What follows belongs to an exercise in optimizing a design on an open flow for small area; a production flow would make more cautious choices.
At most, simulation tests tie the RTL to the original design; equivalence was not proved.
Function not checked in runs 1, 2, 4 and 5: the RTL went through the layout flow alone.
Power is estimated from default activity; no workload was simulated.

## flow/run.sh

```bash
#!/bin/bash
# synth_recipe.tcl (not shown) runs the flow's synth.tcl, then flattens the netlist and writes it again
# the make line also repeats each setting of config.mk as NAME=value (left out here)
make -C /OpenROAD-flow-scripts/flow DESIGN_CONFIG=/design/flow/config.mk WORK_HOME=/design/flow/orfs CLKGATE_MAP_FILE= SYNTH_SCRIPT=/design/flow/synth_recipe.tcl finish
```

## flow/config.mk

```make
export PLATFORM = sky130hd
export DESIGN_NAME = risc_regfile
export DESIGN_NICKNAME = risc_regfile
export VERILOG_FILES = /design/flow/design.v
export SDC_FILE = /design/flow/constraint.sdc
export NUM_CORES = 4
export LEC_CHECK = 0
export CAP_MARGIN = 20
export CORE_MARGIN = 2
export CORE_UTILIZATION = 60
export CTS_BUF_LIST = sky130_fd_sc_hd__clkbuf_4 sky130_fd_sc_hd__clkbuf_8
export SLEW_MARGIN = 20
export SYNTH_HIERARCHICAL = 1
```

## flow/constraint.sdc

```tcl
create_clock -name core_clock -period 7.5 [get_ports {clk}]
set_input_delay 1.5000 -clock core_clock [delete_from_list [all_inputs] [get_ports {clk}]]
set_output_delay 1.5000 -clock core_clock [all_outputs]
set_load 0.01 [all_outputs]
```

## flow/design.v

```verilog
package risc_pkg;
  localparam int DATA_W = 32;
  localparam int ADDR_W = 5;
  typedef logic [ADDR_W-1:0] reg_addr_t;
  localparam reg_addr_t R0 = '0;
  typedef enum logic [1:0] {
    MD_ALU = 2'd0,
    MD_MEM = 2'd1,
    MD_SLT = 2'd2
  } md_sel_t;
endpackage
module risc_scoreboard (
  input  logic i_reset,
  input  logic i_up,
  input  logic i_dn,
  input  logic i_hi,
  input  logic i_lo,
  output logic o_hi,
  output logic o_lo,
  output logic o_sat_up_n    
);
  always_comb begin
    if (i_reset) begin
      o_hi = 1'b0;
      o_lo = 1'b0;
    end else if (i_up) begin
      o_hi = i_hi || i_lo;
      o_lo = i_hi || !i_lo;
    end else if (i_dn) begin
      o_hi = i_hi && i_lo;
      o_lo = i_hi && !i_lo;
    end else begin
      o_hi = i_hi;
      o_lo = i_lo;
    end
  end
  assign o_sat_up_n = !(i_up && i_hi && i_lo);
endmodule
module risc_regfile #(
  parameter int DATA_W = 32,
  parameter int ADDR_W = 5,
  parameter int CNT_W  = 2
) (
  input  logic              clk,
  input  logic              reset,
  input  logic              WB_RW,
  input  logic [ADDR_W-1:0] WB_DA,
  input  logic [DATA_W-1:0] WB_Bus_D,
  input  logic [ADDR_W-1:0] DOF_AA,
  input  logic [ADDR_W-1:0] DOF_BA,
  input  logic              DOF_Issue,
  input  logic [ADDR_W-1:0] DOF_Issue_DA,
  output logic [DATA_W-1:0] DOF_Bus_A,
  output logic [DATA_W-1:0] DOF_Bus_B,
  output logic              DOF_Hazard_A,
  output logic              DOF_Hazard_B,
  output logic              SB_Ovf
);
  localparam int NREG = 1 << ADDR_W;
  logic [DATA_W-1:0] r_mem [1:NREG-1];
  logic [NREG-1:1]   r_pend_hi;    
  logic [NREG-1:1]   r_pend_lo;    
  logic              r_ovf;
  logic              w_wr_en;
  logic              w_issue_ok;
  logic              w_same;        
  logic              w_hit_a;       
  logic              w_hit_b;
  logic [NREG-1:1]   w_wr_sel;      
  logic [NREG-1:1]   w_up_sel;      
  logic [NREG-1:1]   w_dn_sel;      
  logic [NREG-1:0]   w_sel_a;       
  logic [NREG-1:0]   w_sel_b;
  logic [DATA_W-1:0] w_wdata;
  logic [NREG-1:1]   w_pend_hi_nxt;
  logic [NREG-1:1]   w_pend_lo_nxt;
  logic [NREG-1:1]   w_sat_up_n;    
  logic              w_wr_hi;       
  logic              w_haz_a_hi, w_haz_a_lo;
  logic              w_haz_b_hi, w_haz_b_lo;
  assign w_wr_en    = WB_RW && (WB_DA != ADDR_W'(risc_pkg::R0));
  assign w_issue_ok = DOF_Issue && (DOF_Issue_DA != ADDR_W'(risc_pkg::R0));
  assign w_same     = w_wr_en && w_issue_ok && (WB_DA == DOF_Issue_DA);
  assign w_hit_a    = w_wr_en && (WB_DA == DOF_AA);
  assign w_hit_b    = w_wr_en && (WB_DA == DOF_BA);
  assign w_wdata    = reset ? '0 : WB_Bus_D;
  assign w_sel_a[0] = !reset && w_hit_a;
  assign w_sel_b[0] = !reset && w_hit_b;
  logic [3:0] w_wr_lo_n, w_up_lo_n, w_a_lo_n, w_b_lo_n;
  logic [7:0] w_wr_hi_n, w_dn_hi_n, w_up_hi_n, w_a_hi_n, w_b_hi_n;
  rf_pre_lo u_pre_wr_lo (.i_a(WB_DA[1:0]),        .i_force(reset), .o_n(w_wr_lo_n));
  rf_pre_lo u_pre_up_lo (.i_a(DOF_Issue_DA[1:0]), .i_force(1'b0),  .o_n(w_up_lo_n));
  rf_pre_lo u_pre_a_lo  (.i_a(DOF_AA[1:0]),       .i_force(1'b0),  .o_n(w_a_lo_n));
  rf_pre_lo u_pre_b_lo  (.i_a(DOF_BA[1:0]),       .i_force(1'b0),  .o_n(w_b_lo_n));
  rf_pre_hi u_pre_wr_hi (.i_a(WB_DA[4:2]),        .i_en(WB_RW),                          .i_force(reset), .o_n(w_wr_hi_n));
  rf_pre_hi u_pre_dn_hi (.i_a(WB_DA[4:2]),        .i_en(WB_RW && !w_same && !reset),     .i_force(1'b0),  .o_n(w_dn_hi_n));
  rf_pre_hi u_pre_up_hi (.i_a(DOF_Issue_DA[4:2]), .i_en(DOF_Issue && !w_same && !reset), .i_force(1'b0),  .o_n(w_up_hi_n));
  rf_pre_hi u_pre_a_hi  (.i_a(DOF_AA[4:2]),       .i_en(!reset && !w_hit_a),             .i_force(1'b0),  .o_n(w_a_hi_n));
  rf_pre_hi u_pre_b_hi  (.i_a(DOF_BA[4:2]),       .i_en(!reset && !w_hit_b),             .i_force(1'b0),  .o_n(w_b_hi_n));
  rf_dec u_dec_wr (.i_lo_n(w_wr_lo_n), .i_hi_n(w_wr_hi_n), .o_sel(w_wr_sel));
  rf_dec u_dec_dn (.i_lo_n(w_wr_lo_n), .i_hi_n(w_dn_hi_n), .o_sel(w_dn_sel));
  rf_dec u_dec_up (.i_lo_n(w_up_lo_n), .i_hi_n(w_up_hi_n), .o_sel(w_up_sel));
  rf_dec u_dec_a  (.i_lo_n(w_a_lo_n),  .i_hi_n(w_a_hi_n),  .o_sel(w_sel_a[NREG-1:1]));
  rf_dec u_dec_b  (.i_lo_n(w_b_lo_n),  .i_hi_n(w_b_hi_n),  .o_sel(w_sel_b[NREG-1:1]));
  for (genvar r = 1; r < NREG; r++) begin : g_reg
    always_ff @(posedge clk) begin
      if (w_wr_sel[r]) begin
        r_mem[r] <= w_wdata;
      end
    end
    risc_scoreboard u_cnt (
      .i_reset  (reset),
      .i_up     (w_up_sel[r]),
      .i_dn     (w_dn_sel[r]),
      .i_hi     (r_pend_hi[r]),
      .i_lo     (r_pend_lo[r]),
      .o_hi     (w_pend_hi_nxt[r]),
      .o_lo     (w_pend_lo_nxt[r]),
      .o_sat_up_n (w_sat_up_n[r])
    );
  end
  always_ff @(posedge clk) begin
    r_pend_hi <= w_pend_hi_nxt;
    r_pend_lo <= w_pend_lo_nxt;
  end
  always_ff @(posedge clk) begin
    r_ovf <= !reset && (r_ovf || !(&w_sat_up_n));
  end
  assign SB_Ovf = r_ovf;
  for (genvar b = 0; b < DATA_W; b++) begin : g_bit
    logic [NREG-1:0] w_col;
    assign w_col[0] = w_wdata[b];
    for (genvar r = 1; r < NREG; r++) begin : g_col
      assign w_col[r] = r_mem[r][b];
    end
    rf_aomux #(.N(NREG)) u_mux_a (.i_d(w_col), .i_s(w_sel_a), .o_y(DOF_Bus_A[b]));
    rf_aomux #(.N(NREG)) u_mux_b (.i_d(w_col), .i_s(w_sel_b), .o_y(DOF_Bus_B[b]));
  end
  rf_aomux #(.N(NREG-1)) u_wr_hi (.i_d(r_pend_hi), .i_s(w_wr_sel), .o_y(w_wr_hi));
  rf_aomux #(.N(NREG)) u_haz_a_hi (.i_d({r_pend_hi, w_wr_hi}), .i_s(w_sel_a), .o_y(w_haz_a_hi));
  rf_aomux #(.N(NREG)) u_haz_b_hi (.i_d({r_pend_hi, w_wr_hi}), .i_s(w_sel_b), .o_y(w_haz_b_hi));
  rf_aomux #(.N(NREG-1)) u_haz_a_lo (.i_d(r_pend_lo), .i_s(w_sel_a[NREG-1:1]), .o_y(w_haz_a_lo));
  rf_aomux #(.N(NREG-1)) u_haz_b_lo (.i_d(r_pend_lo), .i_s(w_sel_b[NREG-1:1]), .o_y(w_haz_b_lo));
  assign DOF_Hazard_A = w_haz_a_hi || w_haz_a_lo;
  assign DOF_Hazard_B = w_haz_b_hi || w_haz_b_lo;
endmodule
module rf_pre_lo (
  input  logic [1:0] i_a,
  input  logic       i_force,
  output logic [3:0] o_n
);
  for (genvar j = 0; j < 4; j++) begin : g_j
    assign o_n[j] = !(i_force || (i_a == 2'(j)));
  end
endmodule
module rf_pre_hi (
  input  logic [2:0] i_a,
  input  logic       i_en,
  input  logic       i_force,
  output logic [7:0] o_n
);
  for (genvar k = 0; k < 8; k++) begin : g_k
    assign o_n[k] = !(i_force || (i_en && (i_a == 3'(k))));
  end
endmodule
module rf_dec (
  input  logic [3:0]  i_lo_n,
  input  logic [7:0]  i_hi_n,
  output logic [31:1] o_sel
);
  for (genvar r = 1; r < 32; r++) begin : g_sel
    rf_nor2 u_nor (.i_a(i_lo_n[r % 4]), .i_b(i_hi_n[r / 4]), .o_y(o_sel[r]));
  end
endmodule
module rf_nor2 (
  input  logic i_a,
  input  logic i_b,
  output logic o_y
);
  assign o_y = !(i_a || i_b);
endmodule
module rf_aomux #(
  parameter int N = 32
) (
  input  logic [N-1:0] i_d,
  input  logic [N-1:0] i_s,
  output logic         o_y
);
  localparam int NG = N / 3;
  localparam int NR = N - 3 * NG;
  logic [NG-1:0] w_n;
  for (genvar g = 0; g < NG; g++) begin : g_3
    rf_aoi222 u_aoi (
      .i_a0(i_d[3*g]),   .i_s0(i_s[3*g]),
      .i_a1(i_d[3*g+1]), .i_s1(i_s[3*g+1]),
      .i_a2(i_d[3*g+2]), .i_s2(i_s[3*g+2]),
      .o_yn(w_n[g])
    );
  end
  if (NR == 0) begin : g_r0
    assign o_y = !(&w_n);
  end else begin : g_r
    assign o_y = !(&w_n) || |(i_d[N-1:3*NG] & i_s[N-1:3*NG]);
  end
endmodule
module rf_aoi222 (
  input  logic i_a0, i_s0, i_a1, i_s1, i_a2, i_s2,
  output logic o_yn
);
  assign o_yn = !((i_a0 && i_s0) || (i_a1 && i_s1) || (i_a2 && i_s2));
endmodule
```

==> results of run 1 <==
-- worst paths after layout --
kind	from	endpoint	slack (ns)	cells after the start
min reg2reg	r_pend_lo[3]	r_pend_hi[3]	0.58	2
max	WB_DA[1]	DOF_Bus_B[28]	-0.03	15
min	r_pend_lo[3]	r_pend_hi[3]	0.58	2
max reg2reg	r_pend_lo[15]	r_ovf	6.00	4
-- registers in the layout, indices dropped and copies added (netlist names) --
name,cells
r_mem,992
r_ovf,1
r_pend_hi,31
r_pend_lo,31
-- area by class of cell --
| class | instances | area, sq um | share of cell area [%] |
|---|---|---|---|
| Antenna cell | 2 | 5.00 | 0.00952 |
| Clock buffer | 223 | 2760 | 5.24 |
| Clock inverter | 79 | 647 | 1.23 |
| Inverter | 40 | 150 | 0.286 |
| Multi-Input combinational cell | 1639 | 13400 | 25.5 |
| Sequential cell | 1055 | 31000 | 59.0 |
| Tap cell | 950 | 1190 | 2.26 |
| Timing Repair Buffer | 330 | 3400 | 6.46 |
-- layer usage --
layer	vias up	routed length, um	track usage (%)
met5	-	103	1.03
met4	6	13300	29.3
met3	978	35800	21.4
met2	4386	77100	68.1
met1	17777	57100	59.8
li1	14015	-	-
-- cell families after synthesis --
| group | synth area share [%] |
|---|---|
| and+or+nand+nor | 8.99 |
| buffers and inverters | 0.421 |
| DFF | 71.1 |
| xor gates and xnor gates | 0.281 |
| AOI/OAI and AO/OA | 19.2 |
| other | 0.00859 |
-- through the flow --
step                      total power, mW  TNS (ns)  instance area [sq um]
after floorplan                      8.34         0                  43700
after global placement               9.28         0                  48600
after detailed placement             9.38         0                  48700
after CTS                            14.3         0                  52100
after global routing                 14.8    -0.133                  52600
final                                14.5   -0.0454                  52600
-- Yosys stat by module (local to each module, per instance), excerpt --
module           cells  times used  area (sq um)
rf_pre_hi           13           5          78.8
risc_scoreboard     10          31          51.3
rf_pre_lo            6           4          27.5
rf_nor2              1         155          3.75
rf_aoi222            1         690          10.0
risc_regfile      1138           1         31600
-- placed cells by master (no fill, tap or decap), types with 8 or more instances in the layout --
| master | count |
|---|---|
| nand2_1 | 69 |
| buf_4 | 163 |
| inv_2 | 31 |
| bufinv_16 | 8 |
| a31oi_1 | 51 |
| nor2b_2 | 28 |
| nand2b_1 | 32 |
| nand4_1 | 145 |
| a22o_1 | 66 |
| buf_12 | 34 |
| nor2_4 | 96 |
| dfxtp_1 | 63 |
| conb_1 | 16 |
| inv_1 | 9 |
| a21oi_2 | 10 |
| clkbuf_4 | 50 |
| clkinv_1 | 40 |
| or4_4 | 68 |
| o21ai_0 | 31 |
| or3_1 | 31 |
| a21oi_1 | 54 |
| buf_16 | 8 |
| clkbuf_8 | 173 |
| nor2_1 | 98 |
| clkinv_2 | 15 |
| nand3_1 | 66 |
| nor2b_4 | 9 |
| edfxtp_1 | 992 |
| clkdlybuf4s50_1 | 119 |
| nor3_1 | 31 |
| a222oi_1 | 690 |
| xnor2_1 | 10 |
-- worst max-delay path: cells and delay by family --
family / cells / cell delay [ns]
xor gates and xnor gates: 1 / 0.14
and+or+nand+nor: 7 / 2.01
AOI/OAI and AO/OA: 2 / 0.70
buffers and inverters: 5 / 1.66
-- what timing repair did --
item,CTS,global route
gates resized for setup,0,10
setup endpoints to repair,0,35
buffers inserted,0,12
-- power by group through the flow --
stage          Sequential (mW)  Combinational (mW)  Clock [mW]
2_1_floorplan             7.40               0.941           0
3_3_place_gp              7.44                1.84           0
3_5_place_dp              7.49                1.89           0
4_1_cts                   7.37                1.89        5.03
5_1_grt                   7.44                2.07        5.30
6_report                  7.40                2.09        5.04
==> impl_metrics.csv, run 1 <==
group,metric,value,unit
floorplanning,die_h,274,um
power_and_ir_drop,peakVddDrop,242,uV
logic_synthesis,syn_area,43700,sq um
critical_path,worstPathRequired,6.00,ns
sta,fin_crit_sh,100,%
clock_tree,cts_tree,"yes",
clock_tree,clock_latency,0.85,ns
drt,drtPass1Iterations,22,
critical_path,path_class,"in2out",
sta,slew_violations,0,
power_and_ir_drop,seq_power_share,50.9,%
critical_path,cp_cell_sequence,"clkdlybuf4s50_1 -> buf_4 -> xnor2_1 -> nand3_1 -> or4_4 -> nor2b_1 -> nor2b_2 -> a31oi_1 -> buf_4 -> nor2_4 -> buf_6 -> a222oi_1 -> nand4_1 -> or4_4 -> clkdlybuf4s50_1",
sta,rsz0062_at_grt,"yes",
logic_synthesis,synth_edf_count,992,
placement,place.gp.congestion,0.948,
logic_synthesis,synthCells,2724,
critical_path,worstPathMaxFanout,16,
critical_path,worst_setup_path_end_kind,"output pin",
layout,fin_cells,4318,
drt,drcViolationCount,0,
status,so.violations,"negative setup slack",
floorplanning,die_w,274,um
logic_synthesis,yosys.area.top_type,"edfxtp_1",
sta,min_period,7.53,ns
critical_path,slowest_stage,"or4_4",
logic_synthesis,synth.distinct_cells,32,
sta,slew_headroom,6.22,%
drt,avgRoutedWirePerCell,42.5,um
placement,dpl.hpwl,104000,um
global_routing,grt_max_degree,54,
clock_tree,clk_pin_slew,0.06,ns
logic_synthesis,synth_seq_cells,1055,
clock_tree,root_buffer,"clkbuf_8",
layout,nets,3290,
run,drv_cap,0,
power_and_ir_drop,comb_power_share,14.4,%
critical_path,cp.arrival,6.03,ns
clock_tree,clk_path_buf_depth,3,
drt,vias,37162,
critical_path,max_stage_delay,0.56,ns
logic_synthesis,synthTopCellsByCount,"992 x edfxtp_1, 690 x a222oi_1, 193 x nor2_1, 145 x nand4_1, 69 x nand2_1",
logic_synthesis,avgSynthCellArea,16.0,sq um
global_routing,grt_usage,47.8,%
layout,drive_gt1_share,21.4,%
sta,tightestPinTransition,1.41,ns
sta,skew,0.0173,ns
critical_path,crit_path_start_kind,"primary input",
global_routing,grt_pass1_vias,36007,
layout,postLayoutCoreUtil,73.3,%
sta,layout_setup_ws,-0.0300,ns
power_and_ir_drop,p_per_area,276,nW/um^2
drt,vias_per_cell,8.61,
floorplanning,core,71700,sq um
power_and_ir_drop,clkPwrFrac,34.7,%
power_and_ir_drop,p_sw_share,28.4,%
logic_synthesis,postSynth.asyncResetShare,0,%
logic_synthesis,ys_seq_area_share,71.1,%
logic_synthesis,synth_warnings,9,
drt,drt_wl_total,183000,um
clock_tree,htreeDepth,4,
floorplanning,start_util,60.9,%
power_and_ir_drop,leakagePower,16.6,nW
sta,fmax,133,MHz
clock_tree,numCtsBuffers,168,
drt,antenna_left,0,
placement,dp.cells,3986,
floorplanning,die_area,74900,sq um
global_routing,antenna_found_initial,4,
global_routing,gr-total-overflow,0,
global_routing,grt_first_pass_wirelength,250000,um
clock_tree,ctsHoldBuffers,0,
clock_tree,clock_sinks,1055,
sta,hold_viol,0,
drt,drt_iter0_drc,10442,
logic_synthesis,yosysTopAreaCellShare,68.2,%
floorplanning,ioPinCount,123,
worst_hold_path,hold_path.class,"reg2reg",
status,status,"complete, but fails checks",
power_and_ir_drop,p_int,10.4,mW
logic_synthesis,synth_most_common_cell,"edfxtp_1",
layout,syn_to_final_growth,20.5,%
power_and_ir_drop,power_switching,4.13,mW
logic_synthesis,ys.flop_type,"edfxtp_1",
floorplanning,rows,98,
logic_synthesis,yosys-top-cells-area,"edfxtp_1 68%, a222oi_1 16%, dfxtp_1 2.9%",
sta,holdWs,0.585,ns
placement,pre_cts_ws,0.119,ns
sta,finalSetupViolCount,2,
placement,portBuffers,122,
layout,nFillCells,4575,
==> inputs of run 2 (changes only) <==
==> flow/flow/run.sh (new file) <==
#!/bin/bash
# Standard layout with two changes:
#  - ports are buffered with the plain buffer sky130_fd_sc_hd__buf_1
#    (instead of the delay buffer buffer_ports picks by default);
#  - clock tree from clkbuf_4/clkbuf_8 without dummy loads.
# Each tool's full output stays in the ORFS logs under orfs/logs; the make
# output is written to standard.log here.
set -e
export BUFFER_PORTS_ARGS="-buffer_cell sky130_fd_sc_hd__buf_1"
export CTS_ARGS="-sink_clustering_enable -repair_clock_nets -dont_use_dummy_load -buf_list {sky130_fd_sc_hd__clkbuf_4 sky130_fd_sc_hd__clkbuf_8}"
bash standard.sh > standard.log 2>&1
==> flow/standard.sh (new file) <==
#!/bin/bash
# synth_recipe.tcl (not shown) runs the flow's synth.tcl, then flattens the netlist and writes it again
# the make line also repeats each setting of config.mk as NAME=value (left out here)
make -C /OpenROAD-flow-scripts/flow DESIGN_CONFIG=/design/flow/config.mk WORK_HOME=/design/flow/orfs CLKGATE_MAP_FILE= SYNTH_SCRIPT=/design/flow/synth_recipe.tcl "${@:-finish}"
--- a/flow/config.mk
+++ b/flow/config.mk
@@ -9,4 +9,3 @@
 export CORE_MARGIN = 2
-export CORE_UTILIZATION = 60
-export CTS_BUF_LIST = sky130_fd_sc_hd__clkbuf_4 sky130_fd_sc_hd__clkbuf_8
+export CORE_UTILIZATION = 50
 export SLEW_MARGIN = 20
removed: flow/run.sh
==> impl_metrics.csv, run 2 <==
group,metric,value,unit
critical_path,path_class,"in2out",
floorplanning,ioPinCount,123,
clock_tree,cts_tree,"yes",
sta,hold_viol,0,
placement,portBuffers,122,
sta,slew_headroom,20.4,%
sta,min_period,7.12,ns
placement,place.gp.congestion,1.01,
floorplanning,die_h,299,um
layout,reg_top3,"r_mem (992), r_pend_hi (31), r_pend_lo (31)",
global_routing,antenna_found_initial,2,
drt,drcViolationCount,0,
floorplanning,start_util,50.4,%
sta,fin_crit_sh,94.9,%
placement,dpl.hpwl,105000,um
layout,drive_gt1_share,18.4,%
logic_synthesis,synth_most_common_cell,"edfxtp_1",
logic_synthesis,synth.distinct_cells,32,
sta,fmax,141,MHz
sta,rsz0062_at_grt,"no",
sta,tns,0,ns
logic_synthesis,yosys.area.top_type,"edfxtp_1",
logic_synthesis,ys.flop_type,"edfxtp_1",
clock_tree,post_cts_resized,0,
drt,drt_iter0_drc,8707,
logic_synthesis,postSynth.asyncResetShare,0,%
critical_path,worstPathMaxFanout,23,
critical_path,crit_path_start,"WB_DA[1]",
layout,final_area,50200,sq um
floorplanning,core,86600,sq um
critical_path,worstPathRequired,6.00,ns
layout,nets,3254,
clock_tree,htreeDepth,4,
worst_hold_path,hold_path.class,"reg2reg",
layout,syn_to_final_growth,15.0,%
run,drv_cap,0,
sta,holdWs,0.561,ns
sta,tightestPinTransition,1.19,ns
clock_tree,clock_sinks,1055,
power_and_ir_drop,p_per_area,264,nW/um^2
drt,antenna_left,0,
drt,drtPass1Iterations,14,
critical_path,worst_setup_path_end_kind,"output pin",
clock_tree,ctsHoldBuffers,0,
placement,dp.cells,4173,
power_and_ir_drop,peakVddDrop,192,uV
logic_synthesis,synth_warnings,9,
sta,finalSetupViolCount,0,
clock_tree,clk_path_buf_depth,3,
sta,slew_violations,0,
floorplanning,die_w,299,um
layout,largest_register_ffs,992,
power_and_ir_drop,power,13.3,mW
drt,drt_wl_total,173000,um
drt,avgRoutedWirePerCell,39.7,um
floorplanning,rows,108,
clock_tree,root_buffer,"clkbuf_8",
global_routing,gr-total-overflow,0,
drt,vias_per_cell,8.03,
floorplanning,die_area,89700,sq um
logic_synthesis,yosys-top-cells-area,"edfxtp_1 68%, a222oi_1 16%, dfxtp_1 2.9%",
logic_synthesis,synth_seq_cells,1055,
global_routing,grt_max_degree,42,
critical_path,r2r-end,"r_ovf",
logic_synthesis,ys_seq_area_share,71.1,%
layout,layout.cells.most_common_list,"992 x edfxtp_1, 690 x a222oi_1, 170 x clkbuf_8",
layout,layout_commonest_cell,"edfxtp_1",
logic_synthesis,synthTopCellsByCount,"992 x edfxtp_1, 690 x a222oi_1, 193 x nor2_1, 145 x nand4_1, 69 x nand2_1",
layout,fin_cells,4353,
global_routing,grt_usage,37.6,%
logic_synthesis,synth_edf_count,992,
drt,vias,34944,
sta,skew,0.0596,ns
clock_tree,post_cts_buffers,0,
layout,seqCellArea,31000,sq um
critical_path,cp-endpoint,"DOF_Bus_B[31]",
critical_path,r2r-start,"r_pend_hi[7]",
critical_path,cp.arrival,5.62,ns
logic_synthesis,syn_area,43700,sq um
clock_tree,clock_latency,0.83,ns
power_and_ir_drop,leakagePower,15.3,nW
logic_synthesis,yosysTopAreaCellShare,68.2,%
logic_synthesis,avgSynthCellArea,16.0,sq um
logic_synthesis,synthCells,2724,
global_routing,grt_pass1_vias,33462,
global_routing,grt_first_pass_wirelength,239000,um
placement,placed_cell_area,47700,sq um
layout,multi_input_area,13300,sq um
clock_tree,clk_pin_slew,0.05,ns
critical_path,r2r_slack,5.95,ns
clock_tree,numCtsBuffers,170,
layout,nFillCells,6731,
critical_path,crit_path_start_kind,"primary input",
status,status,"complete, no violations",
critical_path,reg2reg_depth,4,
layout,top_register,"r_mem",
-- run 2: per-layer routing --
metal	track usage [%]	up-vias	wire length, um
li1	-	13803	-
met1	49.4	17348	59800
met2	56.5	3251	76300
met3	9.07	542	24700
met4	23.4	0	11800
met5	0	-	0
-- run 2: cell families (layout without fill, tap and decap cells) --
kind of cell | count (synthesis) | in the layout | synth area share (%)
buf+inv | 49 | 506 | 0.421
xor+xnor | 14 | 14 | 0.281
simple gates | 694 | 694 | 8.99
compound gates | 911 | 911 | 19.2
other cells | 1 | 18 | 0.00859
flops | 1055 | 1055 | 71.1
-- run 2: critical path: stages --
cell,delay [ns]
buf_1,0.21
or4_1,0.58
o21ai_2,0.16
or4_1,0.23
nor2b_1,0.35
nor2b_2,0.28
a31oi_1,0.11
buf_4,0.20
nor2_4,0.73
buf_4,0.38
a222oi_1,0.14
nand4_1,0.32
or4_4,0.23
buf_1,0.17
-- run 2: how the worst min path moves through the flow --
stage / endpoint / startpoint / slack [ns] / cells after the start
3_5_place_dp: r_pend_hi[18] / r_pend_lo[18] / 0.55 / 2
4_1_cts: r_pend_hi[15] / r_pend_lo[15] / 0.57 / 2
2_1_floorplan: r_pend_hi[11] / r_pend_lo[11] / 0.51 / 2
5_1_grt: r_pend_hi[15] / r_pend_lo[15] / 0.59 / 2
6_report: r_pend_hi[4] / r_pend_lo[4] / 0.56 / 2
3_3_place_gp: r_pend_hi[15] / r_pend_lo[15] / 0.54 / 2
-- run 2: cell type report --
cell class / instances / share of cell area [%]
timing repair buffer: 296 / 3.77
multi-input combinational: 1635 / 26.5
sequential: 1055 / 61.9
inverter: 40 / 0.299
tap: 1155 / 2.88
antenna: 2 / 0.00997
clock buffer: 170 / 4.66
-- run 2: Yosys stat by module, one instance, submodules excluded, excerpt --
module           times used  area, sq um  flip-flops and latches
rf_aoi222               690         10.0                       0
rf_nor2                 155         3.75                       0
rf_pre_hi                 5         78.8                       0
rf_pre_lo                 4         27.5                       0
risc_regfile              1        31600                    1055
risc_scoreboard          31         51.3                       0
-- run 2: metrics by stage --
stage,utilization [%],worst slack (ns)
after global placement,55.0,0.569
after global routing,58.0,0.295
after CTS,57.7,0.499
after detailed placement,55.0,0.514
final,58.0,0.384
after floorplan,-,0.998
-- run 2: report_power, final --
group | switching [mW] | total (mW) | internal (mW)
Sequential | 0.307 | 7.38 | 7.07
Combinational | 1.31 | 1.87 | 0.558
Clock | 2.03 | 4.01 | 1.99
Total | 3.64 | 13.3 | 9.61
==> inputs of run 3 (changes only) <==
--- a/flow/design.v
+++ b/flow/design.v
@@ -19,2 +19,3 @@
   output logic o_lo,
+  output logic o_nz,         
   output logic o_sat_up_n    
@@ -36,2 +37,3 @@
   end
+  assign o_nz       = i_hi || i_lo;
   assign o_sat_up_n = !(i_up && i_hi && i_lo);
@@ -78,4 +80,3 @@
   logic              w_wr_hi;       
-  logic              w_haz_a_hi, w_haz_a_lo;
-  logic              w_haz_b_hi, w_haz_b_lo;
+  logic [NREG-1:1]   w_pend_nz;     
   assign w_wr_en    = WB_RW && (WB_DA != ADDR_W'(risc_pkg::R0));
@@ -118,2 +119,3 @@
       .o_lo     (w_pend_lo_nxt[r]),
+      .o_nz     (w_pend_nz[r]),
       .o_sat_up_n (w_sat_up_n[r])
@@ -139,8 +141,4 @@
   rf_aomux #(.N(NREG-1)) u_wr_hi (.i_d(r_pend_hi), .i_s(w_wr_sel), .o_y(w_wr_hi));
-  rf_aomux #(.N(NREG)) u_haz_a_hi (.i_d({r_pend_hi, w_wr_hi}), .i_s(w_sel_a), .o_y(w_haz_a_hi));
-  rf_aomux #(.N(NREG)) u_haz_b_hi (.i_d({r_pend_hi, w_wr_hi}), .i_s(w_sel_b), .o_y(w_haz_b_hi));
-  rf_aomux #(.N(NREG-1)) u_haz_a_lo (.i_d(r_pend_lo), .i_s(w_sel_a[NREG-1:1]), .o_y(w_haz_a_lo));
-  rf_aomux #(.N(NREG-1)) u_haz_b_lo (.i_d(r_pend_lo), .i_s(w_sel_b[NREG-1:1]), .o_y(w_haz_b_lo));
-  assign DOF_Hazard_A = w_haz_a_hi || w_haz_a_lo;
-  assign DOF_Hazard_B = w_haz_b_hi || w_haz_b_lo;
+  rf_aomux #(.N(NREG)) u_haz_a (.i_d({w_pend_nz, w_wr_hi}), .i_s(w_sel_a), .o_y(DOF_Hazard_A));
+  rf_aomux #(.N(NREG)) u_haz_b (.i_d({w_pend_nz, w_wr_hi}), .i_s(w_sel_b), .o_y(DOF_Hazard_B));
 endmodule
@@ -201,4 +199,14 @@
     assign o_y = !(&w_n);
-  end else begin : g_r
-    assign o_y = !(&w_n) || |(i_d[N-1:3*NG] & i_s[N-1:3*NG]);
+  end else if (NR == 1) begin : g_r1
+    logic w_t;
+    assign w_t = !(&w_n);
+    rf_ao21 u_last (.i_a0(i_d[N-1]), .i_s0(i_s[N-1]), .i_c(w_t), .o_y(o_y));
+  end else begin : g_r2
+    logic w_t;
+    assign w_t = !(&w_n);
+    rf_ao221 u_last (
+      .i_a0(i_d[N-2]), .i_s0(i_s[N-2]),
+      .i_a1(i_d[N-1]), .i_s1(i_s[N-1]),
+      .i_c(w_t), .o_y(o_y)
+    );
   end
@@ -211 +219,13 @@
 endmodule
+module rf_ao21 (
+  input  logic i_a0, i_s0, i_c,
+  output logic o_y
+);
+  assign o_y = (i_a0 && i_s0) || i_c;
+endmodule
+module rf_ao221 (
+  input  logic i_a0, i_s0, i_a1, i_s1, i_c,
+  output logic o_y
+);
+  assign o_y = (i_a0 && i_s0) || (i_a1 && i_s1) || i_c;
+endmodule
==> flow/flow/run.sh (replaced) <==
#!/bin/bash
# Standard layout with two changes:
#  - ports are buffered with the plain buffer sky130_fd_sc_hd__buf_1
#    (instead of the delay buffer buffer_ports picks by default);
#  - clock tree from clkbuf_8 in clusters of up to 16 sinks, without dummy loads.
# Each tool's full output stays in the ORFS logs under orfs/logs; the make
# output is written to standard.log here.
set -e
export BUFFER_PORTS_ARGS="-buffer_cell sky130_fd_sc_hd__buf_1"
export CTS_ARGS="-sink_clustering_enable -repair_clock_nets -dont_use_dummy_load -buf_list {sky130_fd_sc_hd__clkbuf_8} -sink_clustering_size 16 -sink_clustering_max_diameter 60"
bash standard.sh > standard.log 2>&1
==> impl_metrics.csv, run 3 <==
group,metric,value,unit
status,status,"complete, no violations",
layout,reg_top3,"r_mem (992), r_pend_hi (31), r_pend_lo (31)",
drt,met1_length,59000,um
logic_synthesis,yosysTopAreaCellShare,68.9,%
logic_synthesis,synth_top_family_by_area,"compound AO/OA/AOI/OAI gates",
sta,fin_crit_sh,97.6,%
power_and_ir_drop,peakVddDrop,167,uV
critical_path,path_class,"in2out",
drt,drtPass1Iterations,14,
clock_tree,post_cts_buffers,0,
placement,place.gp.congestion,0.956,
logic_synthesis,synthXorXnorAreaFrac,0.283,%
layout,nets,3173,
sta,rsz0062_at_grt,"no",
critical_path,reg2reg_depth,4,
global_routing,gr-total-overflow,0,
layout,syn_to_final_growth,12.6,%
global_routing,grt_first_pass_wirelength,234000,um
power_and_ir_drop,p_per_area,247,nW/um^2
logic_synthesis,postSynth.asyncResetShare,0,%
sta,fmax,137,MHz
floorplanning,die_area,88900,sq um
global_routing,antenna_found_initial,15,
logic_synthesis,syn_area,43300,sq um
worst_hold_path,hold_path.class,"reg2reg",
global_routing,grt_pass1_vias,32913,
worst_hold_path,hold_depth,2,
logic_synthesis,yosys-top-cells-area,"edfxtp_1 69%, a222oi_1 16%, dfxtp_1 2.9%",
layout,drive_gt1_share,14.0,%
logic_synthesis,synth-simple-area-share,8.22,%
clock_tree,numCtsBuffers,84,
power_and_ir_drop,seq_power_share,61.0,%
drt,wl_met3,26400,um
critical_path,r2r-start,"r_pend_hi[3]",
sta,slew_violations,0,
critical_path,crit_path_start,"WB_DA[1]",
logic_synthesis,synth_seq_cells,1055,
clock_tree,cts_tree,"yes",
power_and_ir_drop,clkPwrFrac,23.5,%
clock_tree,clock_latency,0.73,ns
sta,tightestPinTransition,1.21,ns
clock_tree,ctsHoldBuffers,0,
floorplanning,rows,107,
worst_hold_path,hold_end,"r_pend_lo[4]",
power_and_ir_drop,leakagePower,14.7,nW
logic_synthesis,synth_warnings,9,
power_and_ir_drop,p_int,8.59,mW
global_routing,grt_max_degree,35,
run,drv_cap,0,
sta,holdWs,0.514,ns
layout,largest_register_ffs,992,
logic_synthesis,synthTopCellsByCount,"992 x edfxtp_1, 670 x a222oi_1, 193 x nor2_1, 141 x nand4_1, 98 x or3_1",
sta,min_period,7.32,ns
drt,antenna_left,0,
placement,dp.cells,4174,
critical_path,worstPathMaxFanout,28,
clock_tree,post_cts_resized,0,
power_and_ir_drop,power,12.0,mW
drt,top_layer,"met5",
power_and_ir_drop,p_sw_share,28.6,%
floorplanning,die_h,298,um
drt,drt_iter0_drc,8397,
logic_synthesis,synth_edf_count,992,
sta,finalSetupViolCount,0,
global_routing,grt_usage,36.6,%
clock_tree,clock_sinks,1055,
critical_path,cp.arrival,5.82,ns
drt,vias,34248,
logic_synthesis,yosys.area.top_type,"edfxtp_1",
layout,layout.cells.most_common_list,"992 x edfxtp_1, 670 x a222oi_1, 158 x buf_4",
drt,drt_wl_total,168000,um
floorplanning,die_w,298,um
drt,vias_per_cell,8.01,
clock_tree,root_buffer,"clkbuf_8",
layout,top_register,"r_mem",
drt,avgRoutedWirePerCell,39.3,um
sta,skew,0.0550,ns
sta,slew_headroom,19.5,%
logic_synthesis,synth_compound_area_share,19.0,%
clock_tree,htreeDepth,3,
placement,dpl.hpwl,101000,um
logic_synthesis,ys.flop_type,"edfxtp_1",
placement,portBuffers,122,
layout,layout_commonest_cell,"edfxtp_1",
floorplanning,ioPinCount,123,
logic_synthesis,ys_seq_area_share,71.8,%
drt,drcViolationCount,0,
critical_path,r2r-end,"r_ovf",
logic_synthesis,synthCells,2726,
worst_hold_path,hold_start,"r_pend_hi[4]",
sta,tns,0,ns
logic_synthesis,avgSynthCellArea,15.9,sq um
critical_path,crit_path_start_kind,"primary input",
drt,wl_met2,76000,um
logic_synthesis,synth_most_common_cell,"edfxtp_1",
layout,postLayoutCoreUtil,57.0,%
critical_path,r2r_slack,5.62,ns
floorplanning,core,85400,sq um
sta,hold_viol,0,
critical_path,worstPathRequired,6.00,ns
clock_tree,clk_pin_slew,0.10,ns
floorplanning,start_util,50.6,%
critical_path,worst_setup_path_end_kind,"output pin",
logic_synthesis,synthMuxAreaShare,0,%
power_and_ir_drop,comb_power_share,15.5,%
layout,fin_cells,4276,
logic_synthesis,synthAdderAreaFrac,0,%
clock_tree,clk_path_buf_depth,3,
power_and_ir_drop,power_switching,3.45,mW
logic_synthesis,synth.distinct_cells,30,
[run 3: modules after synthesis, one instance, submodules excluded, excerpt]
module,cells inside,times used,flops+latches
rf_aoi222,1,670,0
rf_ao221,1,66,0
risc_scoreboard,11,31,0
rf_nor2,1,155,0
rf_pre_hi,13,5,0
rf_ao21,1,1,0
risc_regfile,1136,1,1055
rf_pre_lo,6,4,0
[run 3: final cells by class]
class / instances / area (sq um)
diodes: 17 / 42.5
clock buffers: 84 / 1160
fillers: 6825 / 36700
inverters: 71 / 267
multi-input cells: 1606 / 12700
flip-flops and latches: 1055 / 31000
well taps: 1144 / 1430
repair buffers: 299 / 2020
[run 3: how the worst max path moves through the flow]
stage	end	cells past startpoint
2_1_floorplan	DOF_Hazard_A	11
3_3_place_gp	DOF_Bus_A[13]	14
3_5_place_dp	DOF_Bus_A[1]	14
4_1_cts	DOF_Bus_A[1]	14
5_1_grt	DOF_Bus_A[30]	14
6_report	DOF_Bus_B[15]	15
[run 3: cells by family after synthesis]
group           Yosys count
compound gates          889
xor+xnor                 14
buf+inv                  80
flops                  1055
other cells               1
simple gates            687
[run 3: layer usage]
layer | global-route usage (%) | vias to the layer above
li1 | - | 13533
met1 | 48.6 | 17083
met3 | 11.6 | 501
met2 | 56.8 | 3127
met5 | 1.41 | -
met4 | 13.0 | 4
[run 3: through the flow]
step | area (sq um) | setup WS, ns
4_1_cts | 48600 | 0.329
6_report | 48700 | 0.179
3_3_place_gp | 47400 | 0.382
2_1_floorplan | 43300 | 1.06
3_5_place_dp | 47500 | 0.335
5_1_grt | 48700 | 0.0685
[run 3: power groups by stage]
stage          sequential [mW]  clock [mW]  combinational, mW
2_1_floorplan             7.39           0              0.897
3_3_place_gp              7.42           0               1.74
3_5_place_dp              7.46           0               1.77
4_1_cts                   7.33        2.82               1.78
5_1_grt                   7.40        3.02               1.90
6_report                  7.35        2.83               1.86
[run 3: worst max-delay path, stage by stage]
cell and delay, ns:
buf_1 0.33, or4_1 0.21, o21ai_2 0.07, nor4_1 0.49, nor2_1 0.18, nor2b_2 0.22
a31oi_1 0.28, buf_4 0.24, nor2_4 0.18, buf_4 0.26, a222oi_1 0.36, nand4_1 0.49
or3_1 0.54, a221o_1 0.28, buf_1 0.14
==> inputs of run 4 (changes only) <==
--- a/flow/design.v
+++ b/flow/design.v
@@ -86,21 +86,26 @@
   assign w_hit_b    = w_wr_en && (WB_DA == DOF_BA);
-  assign w_wdata    = reset ? '0 : WB_Bus_D;
+  for (genvar b = 0; b < DATA_W; b++) begin : g_wdata
+    rf_and2 u_and (.i_a(WB_Bus_D[b]), .i_b(!reset), .o_y(w_wdata[b]));
+  end
   assign w_sel_a[0] = !reset && w_hit_a;
   assign w_sel_b[0] = !reset && w_hit_b;
-  logic [3:0] w_wr_lo_n, w_up_lo_n, w_a_lo_n, w_b_lo_n;
-  logic [7:0] w_wr_hi_n, w_dn_hi_n, w_up_hi_n, w_a_hi_n, w_b_hi_n;
-  rf_pre_lo u_pre_wr_lo (.i_a(WB_DA[1:0]),        .i_force(reset), .o_n(w_wr_lo_n));
-  rf_pre_lo u_pre_up_lo (.i_a(DOF_Issue_DA[1:0]), .i_force(1'b0),  .o_n(w_up_lo_n));
-  rf_pre_lo u_pre_a_lo  (.i_a(DOF_AA[1:0]),       .i_force(1'b0),  .o_n(w_a_lo_n));
-  rf_pre_lo u_pre_b_lo  (.i_a(DOF_BA[1:0]),       .i_force(1'b0),  .o_n(w_b_lo_n));
-  rf_pre_hi u_pre_wr_hi (.i_a(WB_DA[4:2]),        .i_en(WB_RW),                          .i_force(reset), .o_n(w_wr_hi_n));
-  rf_pre_hi u_pre_dn_hi (.i_a(WB_DA[4:2]),        .i_en(WB_RW && !w_same && !reset),     .i_force(1'b0),  .o_n(w_dn_hi_n));
-  rf_pre_hi u_pre_up_hi (.i_a(DOF_Issue_DA[4:2]), .i_en(DOF_Issue && !w_same && !reset), .i_force(1'b0),  .o_n(w_up_hi_n));
-  rf_pre_hi u_pre_a_hi  (.i_a(DOF_AA[4:2]),       .i_en(!reset && !w_hit_a),             .i_force(1'b0),  .o_n(w_a_hi_n));
-  rf_pre_hi u_pre_b_hi  (.i_a(DOF_BA[4:2]),       .i_en(!reset && !w_hit_b),             .i_force(1'b0),  .o_n(w_b_hi_n));
-  rf_dec u_dec_wr (.i_lo_n(w_wr_lo_n), .i_hi_n(w_wr_hi_n), .o_sel(w_wr_sel));
-  rf_dec u_dec_dn (.i_lo_n(w_wr_lo_n), .i_hi_n(w_dn_hi_n), .o_sel(w_dn_sel));
-  rf_dec u_dec_up (.i_lo_n(w_up_lo_n), .i_hi_n(w_up_hi_n), .o_sel(w_up_sel));
-  rf_dec u_dec_a  (.i_lo_n(w_a_lo_n),  .i_hi_n(w_a_hi_n),  .o_sel(w_sel_a[NREG-1:1]));
-  rf_dec u_dec_b  (.i_lo_n(w_b_lo_n),  .i_hi_n(w_b_hi_n),  .o_sel(w_sel_b[NREG-1:1]));
+  logic [3:0] w_wr_lo, w_a_lo, w_b_lo;
+  logic [7:0] w_wrp_hi, w_a_hi, w_b_hi;
+  logic [3:0] w_dn_lo_n, w_up_lo_n;
+  logic [7:0] w_dn_hi_n, w_up_hi_n;
+  rf_pre_lo   u_pre_wr_lo (.i_a(WB_DA[1:0]),        .i_force(reset), .o_p(w_wr_lo));
+  rf_pre_lo   u_pre_a_lo  (.i_a(DOF_AA[1:0]),       .i_force(1'b0),  .o_p(w_a_lo));
+  rf_pre_lo   u_pre_b_lo  (.i_a(DOF_BA[1:0]),       .i_force(1'b0),  .o_p(w_b_lo));
+  rf_pre_hi   u_pre_wr_hi (.i_a(WB_DA[4:2]),        .i_en(WB_RW),                          .i_force(reset), .o_p(w_wrp_hi));
+  rf_pre_hi   u_pre_a_hi  (.i_a(DOF_AA[4:2]),       .i_en(!reset && !w_hit_a),             .i_force(1'b0),  .o_p(w_a_hi));
+  rf_pre_hi   u_pre_b_hi  (.i_a(DOF_BA[4:2]),       .i_en(!reset && !w_hit_b),             .i_force(1'b0),  .o_p(w_b_hi));
+  rf_pre_lo_n u_pre_dn_lo (.i_a(WB_DA[1:0]),        .o_n(w_dn_lo_n));
+  rf_pre_lo_n u_pre_up_lo (.i_a(DOF_Issue_DA[1:0]), .o_n(w_up_lo_n));
+  rf_pre_hi_n u_pre_dn_hi (.i_a(WB_DA[4:2]),        .i_en(WB_RW && !w_same && !reset),     .o_n(w_dn_hi_n));
+  rf_pre_hi_n u_pre_up_hi (.i_a(DOF_Issue_DA[4:2]), .i_en(DOF_Issue && !w_same && !reset), .o_n(w_up_hi_n));
+  rf_dec_and u_dec_wr (.i_lo(w_wr_lo), .i_hi(w_wrp_hi), .o_sel(w_wr_sel));
+  rf_dec_and u_dec_a  (.i_lo(w_a_lo),  .i_hi(w_a_hi),  .o_sel(w_sel_a[NREG-1:1]));
+  rf_dec_and u_dec_b  (.i_lo(w_b_lo),  .i_hi(w_b_hi),  .o_sel(w_sel_b[NREG-1:1]));
+  rf_dec_nor u_dec_dn (.i_lo_n(w_dn_lo_n), .i_hi_n(w_dn_hi_n), .o_sel(w_dn_sel));
+  rf_dec_nor u_dec_up (.i_lo_n(w_up_lo_n), .i_hi_n(w_up_hi_n), .o_sel(w_up_sel));
   for (genvar r = 1; r < NREG; r++) begin : g_reg
@@ -147,6 +152,6 @@
   input  logic       i_force,
-  output logic [3:0] o_n
+  output logic [3:0] o_p
 );
   for (genvar j = 0; j < 4; j++) begin : g_j
-    assign o_n[j] = !(i_force || (i_a == 2'(j)));
+    assign o_p[j] = i_force || (i_a == 2'(j));
   end
@@ -157,2 +162,19 @@
   input  logic       i_force,
+  output logic [7:0] o_p
+);
+  for (genvar k = 0; k < 8; k++) begin : g_k
+    assign o_p[k] = i_force || (i_en && (i_a == 3'(k)));
+  end
+endmodule
+module rf_pre_lo_n (
+  input  logic [1:0] i_a,
+  output logic [3:0] o_n
+);
+  for (genvar j = 0; j < 4; j++) begin : g_j
+    assign o_n[j] = !(i_a == 2'(j));
+  end
+endmodule
+module rf_pre_hi_n (
+  input  logic [2:0] i_a,
+  input  logic       i_en,
   output logic [7:0] o_n
@@ -160,6 +182,15 @@
   for (genvar k = 0; k < 8; k++) begin : g_k
-    assign o_n[k] = !(i_force || (i_en && (i_a == 3'(k))));
-  end
-endmodule
-module rf_dec (
+    assign o_n[k] = !(i_en && (i_a == 3'(k)));
+  end
+endmodule
+module rf_dec_and (
+  input  logic [3:0]  i_lo,
+  input  logic [7:0]  i_hi,
+  output logic [31:1] o_sel
+);
+  for (genvar r = 1; r < 32; r++) begin : g_sel
+    rf_and2 u_and (.i_a(i_lo[r % 4]), .i_b(i_hi[r / 4]), .o_y(o_sel[r]));
+  end
+endmodule
+module rf_dec_nor (
   input  logic [3:0]  i_lo_n,
@@ -171,2 +202,9 @@
   end
+endmodule
+module rf_and2 (
+  input  logic i_a,
+  input  logic i_b,
+  output logic o_y
+);
+  assign o_y = i_a && i_b;
 endmodule
==> impl_metrics.csv, run 4 <==
group,metric,value,unit
logic_synthesis,postSynth.asyncResetShare,0,%
critical_path,worstPathMaxFanout,23,
critical_path,max_stage_delay,0.63,ns
layout,layout.cells.most_common_list,"992 x edfxtp_1, 670 x a222oi_1, 183 x buf_4",
clock_tree,clock_sinks,1055,
floorplanning,rows,108,
layout,syn_to_final_growth,11.5,%
critical_path,path_common_cell,"buf_1",
clock_tree,cts_tree,"yes",
drt,antenna_left,0,
drt,drtPass1Iterations,12,
logic_synthesis,synthCells,2712,
layout,drive_gt1_share,12.5,%
power_and_ir_drop,p_per_area,247,nW/um^2
global_routing,grt_first_pass_wirelength,256000,um
critical_path,slowest_stage,"a222oi_1",
sta,fin_crit_sh,99.2,%
sta,skew,0.0519,ns
layout,layout_commonest_cell,"edfxtp_1",
layout,nets,3190,
logic_synthesis,synth_warnings,9,
critical_path,path_class,"in2out",
clock_tree,post_cts_buffers,0,
sta,hold_viol,0,
clock_tree,clock_latency,0.76,ns
floorplanning,die_w,299,um
floorplanning,die_h,299,um
sta,slew_headroom,25.2,%
logic_synthesis,avgSynthCellArea,16.1,sq um
placement,dpl.hpwl,111000,um
placement,place.gp.congestion,0.964,
floorplanning,core,86600,sq um
critical_path,worst_setup_path_end_kind,"output pin",
global_routing,antenna_found_initial,15,
sta,fmax,134,MHz
logic_synthesis,synthTopCellsByCount,"992 x edfxtp_1, 670 x a222oi_1, 143 x nand4_1, 127 x and2_1",
global_routing,grt_pass1_vias,34304,
logic_synthesis,yosys.area.top_type,"edfxtp_1",
critical_path,cp_cell_sequence,"buf_1 -> xnor2_1 -> nand3_1 -> nor4_1 -> nor2_1 -> nor2b_4 -> a31o_1 -> and2_1 -> buf_4 -> a222oi_1 -> nand4_1 -> or3_1 -> a221o_1 -> buf_1",
sta,tns,0,ns
floorplanning,die_area,89600,sq um
logic_synthesis,ys.flop_type,"edfxtp_1",
logic_synthesis,yosysTopAreaCellShare,68.3,%
drt,drcViolationCount,0,
global_routing,grt_max_degree,52,
critical_path,worstPathRequired,6.00,ns
drt,drt_wl_total,186000,um
clock_tree,clk_path_buf_depth,3,
status,status,"complete, no violations",
logic_synthesis,yosys-top-cells-area,"edfxtp_1 68%, a222oi_1 15%, dfxtp_1 2.9%",
layout,top_register,"r_mem",
run,drv_cap,0,
power_and_ir_drop,p_sw_share,28.6,%
clock_tree,post_cts_resized,0,
critical_path,crit_path_start_kind,"primary input",
worst_hold_path,hold_path.class,"reg2reg",
power_and_ir_drop,power,12.0,mW
logic_synthesis,synth_edf_count,992,
drt,drt_iter0_drc,9529,
power_and_ir_drop,power_switching,3.43,mW
placement,portBuffers,122,
clock_tree,ctsHoldBuffers,0,
power_and_ir_drop,peakVddDrop,206,uV
logic_synthesis,syn_area,43600,sq um
power_and_ir_drop,clkPwrFrac,24.2,%
clock_tree,numCtsBuffers,89,
power_and_ir_drop,p_int,8.59,mW
drt,vias,35750,
critical_path,cp.arrival,5.94,ns
layout,largest_register_ffs,992,
sta,slew_violations,0,
layout,reg_top3,"r_mem (992), r_pend_hi (31), r_pend_lo (31)",
power_and_ir_drop,comb_power_share,14.9,%
global_routing,grt_usage,40.6,%
logic_synthesis,synth.distinct_cells,35,
logic_synthesis,synth_seq_cells,1055,
sta,min_period,7.44,ns
floorplanning,ioPinCount,123,
drt,avgRoutedWirePerCell,43.4,um
sta,finalSetupViolCount,0,
sta,tightestPinTransition,1.12,ns
clock_tree,root_buffer,"clkbuf_8",
layout,nFillCells,6899,
global_routing,gr-total-overflow,0,
logic_synthesis,ys_seq_area_share,71.2,%
clock_tree,htreeDepth,3,
clock_tree,clk_pin_slew,0.08,ns
sta,rsz0062_at_grt,"no",
drt,vias_per_cell,8.32,
floorplanning,start_util,50.3,%
power_and_ir_drop,leakagePower,14.7,nW
logic_synthesis,synth_most_common_cell,"edfxtp_1",
power_and_ir_drop,seq_power_share,60.9,%
[run 4: final timing paths]
path	from	to	slack, ns	cells after the start
worst max register to register	r_pend_hi[4]	r_ovf	6.25	4
worst min-delay path	r_pend_hi[1]	r_pend_lo[1]	0.52	2
worst min register to register	r_pend_hi[1]	r_pend_lo[1]	0.52	2
worst max-delay path	DOF_AA[4]	DOF_Bus_A[27]	0.06	14
[run 4: final cells by class]
class	count	area [sq um]	share of cell area [%]
Clock buffer	89	1220	2.52
Antenna cell	11	27.5	0.0566
Inverter	73	274	0.564
Tap cell	1155	1450	2.97
Sequential cell	1055	31000	63.9
Timing Repair Buffer	325	2230	4.59
Multi-Input combinational cell	1590	12400	25.4
[run 4: logic make-up (layout without fill, tap and decap cells)]
logic type | after synthesis | after routing | share of synthesized area (%)
xor gates and xnor gates | 14 | 14 | 0.281
AOI/OAI and AO/OA | 869 | 869 | 18.9
other | 1 | 21 | 0.00860
and+or+nand+nor | 697 | 697 | 8.96
DFF | 1055 | 1055 | 71.2
buffers and inverters | 76 | 487 | 0.654
[run 4: power by group through the flow]
stage	clock network [mW]	registers, mW	logic [mW]
after CTS	2.90	7.30	1.68
final	2.91	7.32	1.80
after global placement	0	7.40	1.67
after floorplan	0	7.35	0.798
after detailed placement	0	7.43	1.68
after global routing	3.10	7.36	1.79
[run 4: worst max-delay path, delay by kind of cell]
kind	cells	cell delay, ns
buffers and inverters	3	0.85
XOR/XNOR	1	0.18
AND/OR/NAND/NOR	7	2.17
AO/OA/AOI/OAI	3	1.16
[run 4: per-module statistics from Yosys, one instance, submodules excluded, a selection]
| module | cell area [sq um] | cells |
|---|---|---|
| rf_ao221 | 10.0 | 1 |
| rf_pre_lo | 35.0 | 5 |
| risc_regfile | 31400 | 1101 |
| rf_aoi222 | 10.0 | 1 |
| rf_pre_lo_n | 22.5 | 4 |
| rf_nor2 | 3.75 | 1 |
| rf_pre_hi | 106 | 13 |
| rf_pre_hi_n | 76.3 | 8 |
| risc_scoreboard | 55.1 | 11 |
| rf_ao21 | 7.51 | 1 |
| rf_and2 | 6.26 | 1 |
[run 4: per-stage QoR]
stage	setup slack, ns	hold slack (ns)	utilization, %	std cells	area, sq um
4_1_cts	0.375	0.514	56.1	4287	48600
2_1_floorplan	1.54	0.494	-	2721	43600
5_1_grt	0.0255	0.535	56.1	4288	48600
3_3_place_gp	0.397	0.522	54.7	4198	47300
6_report	0.0601	0.524	56.1	4298	48600
3_5_place_dp	0.373	0.541	54.7	4198	47400
[run 4: per-layer routing]
metal / vias up / track usage [%] / wire length (um)
met5: - / 0.582 / 115
met4: 16 / 22.7 / 11900
met3: 809 / 17.1 / 32000
met2: 3772 / 59.1 / 79000
met1: 17592 / 51.4 / 63400
li1: 13561 / - / -
==> inputs of run 5 (changes only) <==
--- a/flow/design.v
+++ b/flow/design.v
@@ -71,2 +71,3 @@
   logic [NREG-1:1]   w_wr_sel;      
+  logic [NREG-1:1]   w_wr_sel_h;    
   logic [NREG-1:1]   w_up_sel;      
@@ -75,2 +76,4 @@
   logic [NREG-1:0]   w_sel_b;
+  logic [NREG-1:0]   w_sel_a_h;     
+  logic [NREG-1:0]   w_sel_b_h;
   logic [DATA_W-1:0] w_wdata;
@@ -91,2 +94,4 @@
   assign w_sel_b[0] = !reset && w_hit_b;
+  assign w_sel_a_h[0] = w_sel_a[0];
+  assign w_sel_b_h[0] = w_sel_b[0];
   logic [3:0] w_wr_lo, w_a_lo, w_b_lo;
@@ -108,2 +113,5 @@
   rf_dec_and u_dec_b  (.i_lo(w_b_lo),  .i_hi(w_b_hi),  .o_sel(w_sel_b[NREG-1:1]));
+  rf_dec_and u_dec_wr_h (.i_lo(w_wr_lo), .i_hi(w_wrp_hi), .o_sel(w_wr_sel_h));
+  rf_dec_and u_dec_a_h  (.i_lo(w_a_lo),  .i_hi(w_a_hi),  .o_sel(w_sel_a_h[NREG-1:1]));
+  rf_dec_and u_dec_b_h  (.i_lo(w_b_lo),  .i_hi(w_b_hi),  .o_sel(w_sel_b_h[NREG-1:1]));
   rf_dec_nor u_dec_dn (.i_lo_n(w_dn_lo_n), .i_hi_n(w_dn_hi_n), .o_sel(w_dn_sel));
@@ -113,3 +121,6 @@
       if (w_wr_sel[r]) begin
-        r_mem[r] <= w_wdata;
+        r_mem[r][DATA_W/2-1:0] <= w_wdata[DATA_W/2-1:0];
+      end
+      if (w_wr_sel_h[r]) begin
+        r_mem[r][DATA_W-1:DATA_W/2] <= w_wdata[DATA_W-1:DATA_W/2];
       end
@@ -142,4 +153,4 @@
     end
-    rf_aomux #(.N(NREG)) u_mux_a (.i_d(w_col), .i_s(w_sel_a), .o_y(DOF_Bus_A[b]));
-    rf_aomux #(.N(NREG)) u_mux_b (.i_d(w_col), .i_s(w_sel_b), .o_y(DOF_Bus_B[b]));
+    rf_aomux #(.N(NREG)) u_mux_a (.i_d(w_col), .i_s(b < DATA_W/2 ? w_sel_a : w_sel_a_h), .o_y(DOF_Bus_A[b]));
+    rf_aomux #(.N(NREG)) u_mux_b (.i_d(w_col), .i_s(b < DATA_W/2 ? w_sel_b : w_sel_b_h), .o_y(DOF_Bus_B[b]));
   end
==> impl_metrics.csv, run 5 <==
group,metric,value,unit
sta,fin_crit_sh,98.6,%
sta,layout_setup_ws,0.101,ns
power_and_ir_drop,p_sw_share,27.7,%
worst_hold_path,hold_path.class,"reg2reg",
power_and_ir_drop,comb_power_share,13.5,%
critical_path,crit_path_start_kind,"primary input",
layout,nets,3165,
logic_synthesis,yosys.area.top_type,"edfxtp_1",
critical_path,worst_setup_path_end_kind,"output pin",
drt,vias_per_cell,8.02,
logic_synthesis,syn_area,44200,sq um
logic_synthesis,avgSynthCellArea,15.7,sq um
power_and_ir_drop,p_int,8.52,mW
floorplanning,die_h,301,um
sta,fmax,135,MHz
sta,finalSetupViolCount,0,
placement,pre_cts_ws,0.355,ns
logic_synthesis,yosys-top-cells-area,"edfxtp_1 67%, a222oi_1 15%, and2_1 3.1%",
sta,min_period,7.40,ns
critical_path,cp.arrival,5.90,ns
power_and_ir_drop,leakagePower,14.3,nW
power_and_ir_drop,seq_power_share,62.1,%
power_and_ir_drop,clkPwrFrac,24.4,%
clock_tree,root_buffer,"clkbuf_8",
layout,layout.cells.most_common_list,"992 x edfxtp_1, 670 x a222oi_1, 214 x and2_1",
clock_tree,clk_path_buf_depth,3,
floorplanning,die_area,90700,sq um
layout,reg_top3,"r_mem (992), r_pend_hi (31), r_pend_lo (31)",
floorplanning,core,88000,sq um
layout,layout_commonest_cell,"edfxtp_1",
logic_synthesis,postSynth.asyncResetShare,0,%
sta,slew_headroom,12.9,%
logic_synthesis,yosysTopAreaCellShare,67.4,%
global_routing,grt_first_pass_wirelength,234000,um
clock_tree,cts_tree,"yes",
drt,antenna_left,0,
global_routing,antenna_found_initial,19,
drt,drtPass1Iterations,17,
logic_synthesis,ys.flop_type,"edfxtp_1",
drt,drcViolationCount,0,
logic_synthesis,synth.distinct_cells,35,
layout,largest_register_ffs,992,
floorplanning,ioPinCount,123,
layout,top_register,"r_mem",
layout,seqCellArea,31000,sq um
drt,drt_wl_total,169000,um
floorplanning,rows,109,
clock_tree,clk_pin_slew,0.09,ns
power_and_ir_drop,peakVddDrop,147,uV
layout,nFillCells,7153,
sta,holdWs,0.527,ns
power_and_ir_drop,power_switching,3.27,mW
floorplanning,die_w,301,um
logic_synthesis,ys_seq_area_share,70.3,%
logic_synthesis,synth_edf_count,992,
drt,avgRoutedWirePerCell,39.4,um
critical_path,worstPathRequired,6.00,ns
global_routing,grt_max_degree,62,
clock_tree,htreeDepth,3,
critical_path,worstPathMaxFanout,17,
clock_tree,numCtsBuffers,88,
power_and_ir_drop,p_per_area,246,nW/um^2
logic_synthesis,synth_most_common_cell,"edfxtp_1",
clock_tree,clock_sinks,1055,
logic_synthesis,synthCells,2805,
placement,place.gp.congestion,0.929,
sta,hold_viol,0,
sta,skew,0.0507,ns
global_routing,grt_pass1_vias,33206,
layout,drive_gt1_share,7.47,%
sta,rsz0062_at_grt,"no",
global_routing,gr-total-overflow,0,
layout,multi_input_area,12900,sq um
placement,dpl.hpwl,105000,um
drt,vias,34288,
critical_path,path_class,"in2out",
sta,slew_violations,0,
sta,tns,0,ns
global_routing,grt_usage,36.2,%
floorplanning,start_util,50.2,%
run,drv_cap,0,
drt,drt_iter0_drc,8879,
logic_synthesis,synth_warnings,9,
logic_synthesis,synthTopCellsByCount,"992 x edfxtp_1, 670 x a222oi_1, 220 x and2_1, 143 x nand4_1",
clock_tree,clock_latency,0.74,ns
placement,portBuffers,122,
status,status,"complete, no violations",
logic_synthesis,synth_seq_cells,1055,
layout,syn_to_final_growth,8.66,%
sta,tightestPinTransition,1.31,ns
[run 5: Yosys stat by module, one instance, submodules excluded, a selection]
module,cells inside,area (sq um),copies in the design
rf_and2,1,6.26,218
rf_ao21,1,7.51,1
rf_aoi222,1,10.0,670
rf_nor2,1,3.75,62
rf_pre_lo,5,35.0,3
risc_regfile,1101,31400,1
[run 5: cell type report]
| cell class | count | share of cell area [%] |
|---|---|---|
| antenna | 5 | 0.0261 |
| clock buffer | 88 | 2.52 |
| inverter | 73 | 0.571 |
| multi-input combinational | 1683 | 26.8 |
| sequential | 1055 | 64.7 |
| tap | 1165 | 3.04 |
| timing repair buffer | 208 | 2.32 |
[run 5: cells by family (layout without fill, tap and decap cells)]
family | after synthesis | after routing | share of synthesized area [%]
flip-flops | 1055 | 1055 | 70.3
other | 1 | 15 | 0.00849
AO/OA/AOI/OAI | 869 | 869 | 18.6
XOR/XNOR | 14 | 14 | 0.278
AND/OR/NAND/NOR | 790 | 790 | 10.2
buffers and inverters | 76 | 369 | 0.646
[run 5: worst max-delay path: stages]
cell,delay [ns]
buf_1,0.44
xnor2_1,0.19
nand3_1,0.09
nor4_1,0.35
nor2_1,0.24
nor2b_4,0.20
a31o_1,0.33
and2_1,0.58
a222oi_1,0.55
nand4_1,0.48
or3_1,0.53
a221o_1,0.29
buf_1,0.13
[run 5: path summary, 6_finish.rpt]
check,slack [ns],end,startpoint,depth (start not counted)
max,0.10,DOF_Bus_A[11],DOF_AA[4],13
min,0.53,r_pend_hi[12],r_pend_lo[12],2
max reg2reg,6.12,r_ovf,r_pend_hi[15],4
min reg2reg,0.53,r_pend_hi[12],r_pend_lo[12],2
[run 5: timing repair]
| item | CTS | global route |
|---|---|---|
| setup endpoints to repair | 0 | 1 |
| resized for setup | 0 | 1 |
| hold buffers | 0 | 0 |
| setup buffers | 0 | 0 |
[run 5: metrics by stage]
| stage | cells | total power [mW] | utilization, % | area (sq um) |
|---|---|---|---|---|
| after detailed placement | 4183 | 8.95 | 53.1 | 46800 |
| after global routing | 4274 | 12.1 | 54.6 | 48000 |
| after global placement | 4183 | 8.89 | 53.1 | 46800 |
| after floorplan | 2814 | 8.16 | - | 44200 |
| final | 4277 | 11.8 | 54.6 | 48000 |
| after CTS | 4271 | 11.7 | 54.5 | 48000 |
[run 5: per-layer routing]
| metal | track usage [%] | up-vias | share of wire [%] |
|---|---|---|---|
| met1 | 45.3 | 17086 | 34 |
| met4 | 20.1 | 10 | 6.3 |
| met5 | 0 | - | 0.036 |
| li1 | - | 13590 | - |
| met2 | 58.0 | 3060 | 46 |
| met3 | 8.95 | 542 | 14 |
[run 5: power groups by stage]
stage          clock, mW  sequential, mW  combinational [mW]
2_1_floorplan          0            7.34               0.822
3_3_place_gp           0            7.40                1.49
3_5_place_dp           0            7.44                1.51
4_1_cts             2.90            7.30                1.51
5_1_grt             3.10            7.37                1.61
6_report            2.87            7.32                1.60

[what the ideal ports hide]
In the flow no input, the clock included, has a driving cell. The finished layouts below were timed again as built, in two steps.
Step 1 assumes that a clkbuf_16 drives the clock port and a buf_2 every other input.
Step 2 adds t to the input delays and takes it off the output delays; t is the mean of the earliest and latest rising clock arrival at the registers after step 1. Input paths then give back, and output paths get back, about the clock's delay inside the block.
Slacks: ideal / step 1 / step 2; pairs: ideal / step 1.
| run | shift t [ns] | setup WS [ns] | hold WS [ns] | worst setup path after step 2 | clock arrival spread, ns |
|---|---|---|---|---|---|
| run 1 | 0.901 | -0.030 / -0.054 / -0.054 | 0.585 / 0.585 / 0.585 | input to output | 0.062 / 0.063 |
| run 2 | 0.881 | 0.384 / 0.361 / 0.361 | 0.561 / 0.561 / 0.561 | input to output | 0.115 / 0.115 |
| run 3 | 0.787 | 0.179 / 0.157 / 0.157 | 0.514 / 0.514 / 0.514 | input to output | 0.087 / 0.088 |
| run 4 | 0.814 | 0.060 / 0.020 / 0.020 | 0.524 / 0.524 / 0.524 | input to output | 0.124 / 0.123 |
| run 5 | 0.782 | 0.101 / 0.075 / 0.075 | 0.527 / 0.527 / 0.527 | input to output | 0.092 / 0.092 |
The setup slack of run 4, which loses most, moves by -0.040 ns with the drivers and by -0.040 ns with both steps.
